Source: an optimization exercise on an open RTL-to-GDS flow (aim: small area and a short achievable clock period). Production flows keep margins and buffers that such runs may drop. Function was checked by simulation only, so behaviour that the tests miss may differ from the original.

north:
// datapath
module datapath (
  input  logic             Clock,
  input  logic             clear,
  input  logic [WIDTH-1:0] Mdatain,
  input  logic             Read,
  input  logic             write,
  input  logic R0in,  R1in,  R2in,  R3in,  R4in,  R5in,  R6in,  R7in,
  input  logic R8in,  R9in,  R10in, R11in, R12in, R13in, R14in, R15in,
  input  logic R0out, R1out, R2out, R3out, R4out, R5out, R6out, R7out,
  input  logic R8out, R9out, R10out, R11out, R12out, R13out, R14out, R15out,
  input  logic             PCin,
  input  logic             IRin,
  input  logic             MARin,
  input  logic             MDRin,
  input  logic             Yin,
  input  logic             PCout,
  input  logic             MDRout,
  input  logic             Zlowout,
  input  logic             CSignout,
  input  logic             ZMuxOut,
  input  logic             ZMuxEnbale,
  input  logic             ZSelect,
  input  logic             Zin,
  input  logic             IncPC,
  input  logic             aluin,
  input  logic [OP_W-1:0]  aluControl,
  input  logic             AND,
  output logic [WIDTH-1:0] out
);
clock: 150.0 ns
lec_check: 0
abc_area: 1
cap_margin: 20
core_margin: 2
core_utilization: 45
place_density: 0.7
slew_margin: 20
standard.sh (not shown) runs the stock make flow with config.mk's settings and CLKGATE_MAP_FILE= SYNTH_SCRIPT=/design/flow/synth_recipe.tcl, a recipe that flattens the netlist after the stock synthesis.
==> flow/flow/run.sh <==
#!/bin/bash
# The standard layout, with timing repair aimed at a setup slack margin
# (ORFS SETUP_SLACK_MARGIN): the clock period and constraints are unchanged,
# repair just keeps working on the critical paths past zero slack.
# Pin swapping is left out of repair (SKIP_PIN_SWAP) so the layout stays
# structurally close to the synthesized netlist.
set -euo pipefail
export SETUP_SLACK_MARGIN="$(cat flow/setup_margin)"
export SKIP_PIN_SWAP=1
bash standard.sh finish > standard.log 2>&1
==> flow/flow/setup_margin <==
50
north has completed all stages; timing, DRC and antenna checks passed.
Here is what was changed in the inputs of south compared with north.
Settings: a deleted PLACE_DENSITY that had been 0.7.
==> flow/flow/setup_margin <==
53
==> comparison <==
- Area: south vs north -> south larger
- Re first-pass GRT wire length: south and north aren't equal, and the lower value belongs to north.
- Of south and north, the run reporting the higher post-route core utilization was south.
- ~same vertical die dimension in south and north
- Post-route clock period utilization ended up 0.46 points lower on south than on north.
- Last element of the critical path = z[39]: north; last element of the critical path = z[40]: south
Input-level comparison between east and south:
Settings: removing ABC_AREA (formerly 1).
==> flow/run.sh (new file) <==
#!/bin/bash
# synth_recipe.tcl (not shown) runs the flow's synth.tcl, then flattens the netlist and writes it again
# the make line also repeats each setting of config.mk as NAME=value (left out here)
make -C /OpenROAD-flow-scripts/flow DESIGN_CONFIG=/design/flow/config.mk WORK_HOME=/design/flow/orfs CLKGATE_MAP_FILE= SYNTH_SCRIPT=/design/flow/synth_recipe.tcl finish
removed: flow/flow/run.sh
removed: flow/flow/setup_margin
removed: flow/standard.sh
==> notes.md <==
east | status: complete | timing, DRC, antenna: pass. A slowest library cell on the worst path of nor4_1 is what east shows, while a31oi_1 belongs to south. From south to east the numbers moved as follows: share of cell area taken by flip-flops and latches now sits higher, via count of the first global-routing pass now sits lower. east has arrival time at the worst endpoint above what south had. The run showing the greater global placer's final weighted congestion is south.

---

onyx:
datapath, a different RTL version from the one above (not shown whole).
Size: ~690 flip-flops, about 90000 um^2 of cells after synthesis.
## datapath
module datapath (
  input  logic             Clock,
  input  logic             clear,
  input  logic [WIDTH-1:0] Mdatain,
  input  logic             Read,
  input  logic             write,
  input  logic R0in,  R1in,  R2in,  R3in,  R4in,  R5in,  R6in,  R7in,
  input  logic R8in,  R9in,  R10in, R11in, R12in, R13in, R14in, R15in,
  input  logic R0out, R1out, R2out, R3out, R4out, R5out, R6out, R7out,
  input  logic R8out, R9out, R10out, R11out, R12out, R13out, R14out, R15out,
  input  logic             PCin,
  input  logic             IRin,
  input  logic             MARin,
  input  logic             MDRin,
  input  logic             Yin,
  input  logic             PCout,
  input  logic             MDRout,
  input  logic             Zlowout,
  input  logic             CSignout,
  input  logic             ZMuxOut,
  input  logic             ZMuxEnbale,
  input  logic             ZSelect,
  input  logic             Zin,
  input  logic             IncPC,
  input  logic             aluin,
  input  logic [OP_W-1:0]  aluControl,
  input  logic             AND,
  output logic [WIDTH-1:0] out
);
==> flow/config.mk <==
export PLATFORM = sky130hd
export DESIGN_NAME = datapath
export DESIGN_NICKNAME = datapath
export VERILOG_FILES = /design/flow/design.v
export SDC_FILE = /design/flow/constraint.sdc
export NUM_CORES = 4
export LEC_CHECK = 0
export ABC_AREA = 1
export CAP_MARGIN = 20
export CORE_MARGIN = 2
export CORE_UTILIZATION = 60
export PLACE_DENSITY = 0.7
export SLEW_MARGIN = 20
==> flow/constraint.sdc <==
create_clock -name core_clock -period 150.0 [get_ports {Clock}]
set_input_delay 30.0000 -clock core_clock [delete_from_list [all_inputs] [get_ports {Clock}]]
set_output_delay 30.0000 -clock core_clock [all_outputs]
set_load 0.01 [all_outputs]
==> flow/flow/run.sh <==
#!/bin/bash
# The standard layout, with timing repair aimed at a setup slack margin
# (ORFS SETUP_SLACK_MARGIN): the clock period and constraints are unchanged,
# repair just keeps working on the critical paths past zero slack.
# Pin swapping is left out of repair (SKIP_PIN_SWAP) so the layout stays
# structurally close to the synthesized netlist.
set -euo pipefail
export SETUP_SLACK_MARGIN="$(cat flow/setup_margin)"
export SKIP_PIN_SWAP=1
bash standard.sh finish > standard.log 2>&1
==> flow/flow/setup_margin <==
55
The flow ended early for onyx: it failed with a tool error in 5_1_grt.
> inputs changed (onyx -> sierra)
- CAP_MARGIN now 10, was 20
- PLACE_DENSITY no longer set, was 0.7
- SLEW_MARGIN now 10, was 20
- CORE_UTILIZATION now 45, was 60
==> flow/flow/setup_margin <==
50
==> comparison <==
- Complete run, failing final checks: sierra, reason capacitance limit, slew limit.
- onyx never completed; the flow aborted with a tool error in 5_1_grt.
- Diff onyx -> sierra: cell area after placement now sits higher; initial standard-cell utilization of the core decreased by 15 points relative to the old numbers; average cell area after synthesis did not really move.
### sierra -> cedar
- CAP_MARGIN changed from 10 to 20
- SLEW_MARGIN changed from 10 to 20
[summary]
cedar: no failed stages, no open violations at the end. Summary of cedar over sierra: pin slew with the least headroom to its limit has decreased, hold-critical path depth has decreased, final cell area excluding filler cells has decreased, global-route usage over all layers has decreased. Summary of cedar over sierra: register-to-register slack went down 0.26 ns; longest individual stage delay on the worst path held. On critical path depth, the higher figure sits with sierra, not cedar. Re met1 capacity usage during global routing: cedar is 0.77 points down on sierra.

---

## try-juniper
RTL: one of the versions met above, not the one the previous note started from.
Size: roughly 11000 cells after synthesis, about 690 flip-flops, roughly 120 I/O pins, roughly 0.090 mm² of cells after synthesis.
clock: 150.0 ns
lec_check: 0
cap_margin: 20
core_margin: 2
core_utilization: 45
slew_margin: 20
==> flow/flow/run.sh <==
#!/bin/bash
# The standard layout, with timing repair aimed at a setup slack margin
# (see ORFS SETUP_SLACK_MARGIN): the clock period and constraints are unchanged,
# repair just keeps working on the critical paths past zero slack.
set -euo pipefail
export SETUP_SLACK_MARGIN="$(cat flow/setup_margin)"
bash standard.sh finish > standard.log 2>&1
==> flow/flow/setup_margin <==
65
Setup changes, try-juniper to try-fjord
==> flow/flow/run.sh <==
#!/bin/bash
# The standard layout, with timing repair aimed at a setup slack margin
# (ORFS SETUP_SLACK_MARGIN): the clock period and constraints are unchanged,
# repair just keeps working on the critical paths past zero slack.
# Pin swapping is left out of repair (SKIP_PIN_SWAP) so the layout stays
# structurally close to the synthesized netlist.
set -euo pipefail
export SETUP_SLACK_MARGIN="$(cat flow/setup_margin)"
export SKIP_PIN_SWAP=1
bash standard.sh finish > standard.log 2>&1
==> flow/flow/setup_margin <==
50
-- flow/config.mk --
<<< try-juniper, line 7
export LEC_CHECK = 0
export CAP_MARGIN = 20
export CORE_MARGIN = 2
export CORE_UTILIZATION = 45
export SLEW_MARGIN = 20
>>> try-fjord, line 7
export LEC_CHECK = 0
export ABC_AREA = 1
export CAP_MARGIN = 20
export CORE_MARGIN = 2
export CORE_UTILIZATION = 50
export SLEW_MARGIN = 20
Notes after the runs:
| final cell utilization of the core | try-fjord vs try-juniper | 4.0 points higher |
From try-juniper to try-fjord the numbers moved as follows: die area went down 0.018 mm², horizontal die dimension went down 4.6%.
Sort try-juniper and try-fjord by clock buffer count in the final layout, ascending, and try-fjord comes first.
Compared to try-juniper, try-fjord has total setup buffers inserted after CTS 49% lower.
Changes observed in try-fjord relative to try-juniper: cell area down 2.9%; final sequential cell count flat; global routing usage on met1 down 1.2 points.
Input changes introduced in try-cedar (baseline for comparison: try-fjord):
-- flow/config.mk --
<<< try-fjord, line 10
export CORE_MARGIN = 2
export CORE_UTILIZATION = 50
export SLEW_MARGIN = 20
>>> try-cedar, line 10
export CORE_MARGIN = 2
export CORE_UTILIZATION = 45
export SLEW_MARGIN = 20
## What came out
Measured against each other, try-cedar and try-fjord differ in global-route met2 utilization, the lower figure coming from try-cedar. The wire length in try-fjord is 0.948 times that in try-cedar. Re pre-CTS setup slack: try-cedar and try-fjord aren't equal, and the higher value belongs to try-cedar. The higher setup slack came out of try-cedar. try-fjord → try-cedar: initial antenna violation count shows an increase of 53, first-pass GRT wire length shows an increase of 31000 µm, full die area shows an increase of 11%, utilization after layout shows a reduction of 6.9 points.
What try-nickel does differently from try-cedar at the input level:
==> flow/flow/run.sh <==
#!/bin/bash
# The standard layout, with timing repair aimed at a setup slack margin
# (see ORFS SETUP_SLACK_MARGIN): the clock period and constraints are unchanged,
# repair just keeps working on the critical paths past zero slack.
set -euo pipefail
export SETUP_SLACK_MARGIN="$(cat flow/setup_margin)"
bash standard.sh finish > standard.log 2>&1
-- flow/config.mk --
<<< try-cedar, line 7
export LEC_CHECK = 0
export ABC_AREA = 1
export CAP_MARGIN = 20
>>> try-nickel, line 7
export LEC_CHECK = 0
export CAP_MARGIN = 20
Results
Distinct cell type count after synthesis (lower): try-cedar
try-cedar vs try-nickel, combinational family with the most area after synthesis: simple AND/OR/NAND/NOR gates vs compound AO/OA/AOI/OAI gates
Non-clock buffer instance count of the final layout delta for try-nickel relative to try-cedar: 102 higher
The run showing the greater routed length on met1 is try-cedar.

---

== run B ==
datapath with an RTL version that a note above also has.
Size: about 13000 cells after synthesis, ~120 I/O pins, about 0.090 mm2 of cells after synthesis.
clock: 150.0 ns
lec_check: 0
abc_area: 1
cap_margin: 20
core_margin: 2
core_utilization: 45
slew_margin: 20
==> flow/flow/run.sh <==
#!/bin/bash
# The standard layout, with timing repair aimed at a setup slack margin
# (ORFS SETUP_SLACK_MARGIN): the clock period and constraints are unchanged,
# repair just keeps working on the critical paths past zero slack.
# Pin swapping is left out of repair (SKIP_PIN_SWAP) so the layout stays
# structurally close to the synthesized netlist.
set -euo pipefail
export SETUP_SLACK_MARGIN="$(cat flow/setup_margin)"
export SKIP_PIN_SWAP=1
bash standard.sh finish > standard.log 2>&1
==> flow/flow/setup_margin <==
60
Modified inputs, run E compared to run B
==> flow/run.sh (new file) <==
#!/bin/bash
# synth_recipe.tcl (not shown) runs the flow's synth.tcl, then flattens the netlist and writes it again
# the make line also repeats each setting of config.mk as NAME=value (left out here)
make -C /OpenROAD-flow-scripts/flow DESIGN_CONFIG=/design/flow/config.mk WORK_HOME=/design/flow/orfs CLKGATE_MAP_FILE= SYNTH_SCRIPT=/design/flow/synth_recipe.tcl finish
removed: flow/flow/run.sh
removed: flow/flow/setup_margin
removed: flow/standard.sh
Timing startpoint of the critical path = R12out: run E; timing startpoint of the critical path = R6out: run B
Higher sequential share of layout area among run E and run B: run E
Taking run B as the reference, in run E minimum clock period rose 27540 ps; critical path depth rose 6.1%; via count normalized by instance count fell 0.15; final worst slack fell 27540 ps.
Relative to run B, number of cells on the worst hold path increased by 1 in run E.
Run E finished every step from synthesis to the final layout, and the layout passed the timing, DRC and antenna checks.
End point of the critical path = z[56]: run E; end point of the critical path = z[48]: run B

## what the ideal ports hide
No port has a modelled driver above. Below, the same layouts with a new extraction and two added sets of constraints.
Step 1 sets driving cells, clkbuf_16 on the clock port and buf_2 on the other inputs (assumed; they add their load-dependent delay and slew).
Step 2 times the ports against the registers' clock, not the clock port: input delays grow and output delays shrink by t, the midpoint of the rising clock arrivals with the driver on.
a / b / c = ideal / step 1 / step 2; a / b = the first two.
run | t (ns) | setup slack, ns | hold slack, ns
north | 0.778 | 51.584 / 51.309 / 50.531 | 0.480 / 0.480 / 0.480
south | 0.767 | 52.273 / 52.306 / 51.539 | 0.474 / 0.474 / 0.474
east | 0.766 | 26.658 / 26.719 / 25.954 | 0.492 / 0.492 / 0.492
sierra | 0.762 | 51.978 / 52.017 / 51.255 | 0.477 / 0.477 / 0.477
cedar | 0.748 | 51.635 / 51.693 / 50.944 | 0.475 / 0.475 / 0.475
try-juniper | 0.756 | 51.264 / 51.322 / 50.566 | 0.493 / 0.493 / 0.493
try-fjord | 0.769 | 51.309 / 51.355 / 50.586 | 0.487 / 0.487 / 0.487
try-cedar | 0.777 | 52.335 / 52.197 / 51.420 | 0.491 / 0.491 / 0.491
try-nickel | 0.742 | 50.308 / 50.368 / 49.625 | 0.498 / 0.498 / 0.498
run B | 0.771 | 52.869 / 52.888 / 52.117 | 0.473 / 0.473 / 0.473
run E | 0.751 | 25.325 / 25.384 / 24.633 | 0.474 / 0.474 / 0.474
For north, which loses most, drivers alone change the setup slack by -0.275 ns; drivers and shift together by -1.053 ns.
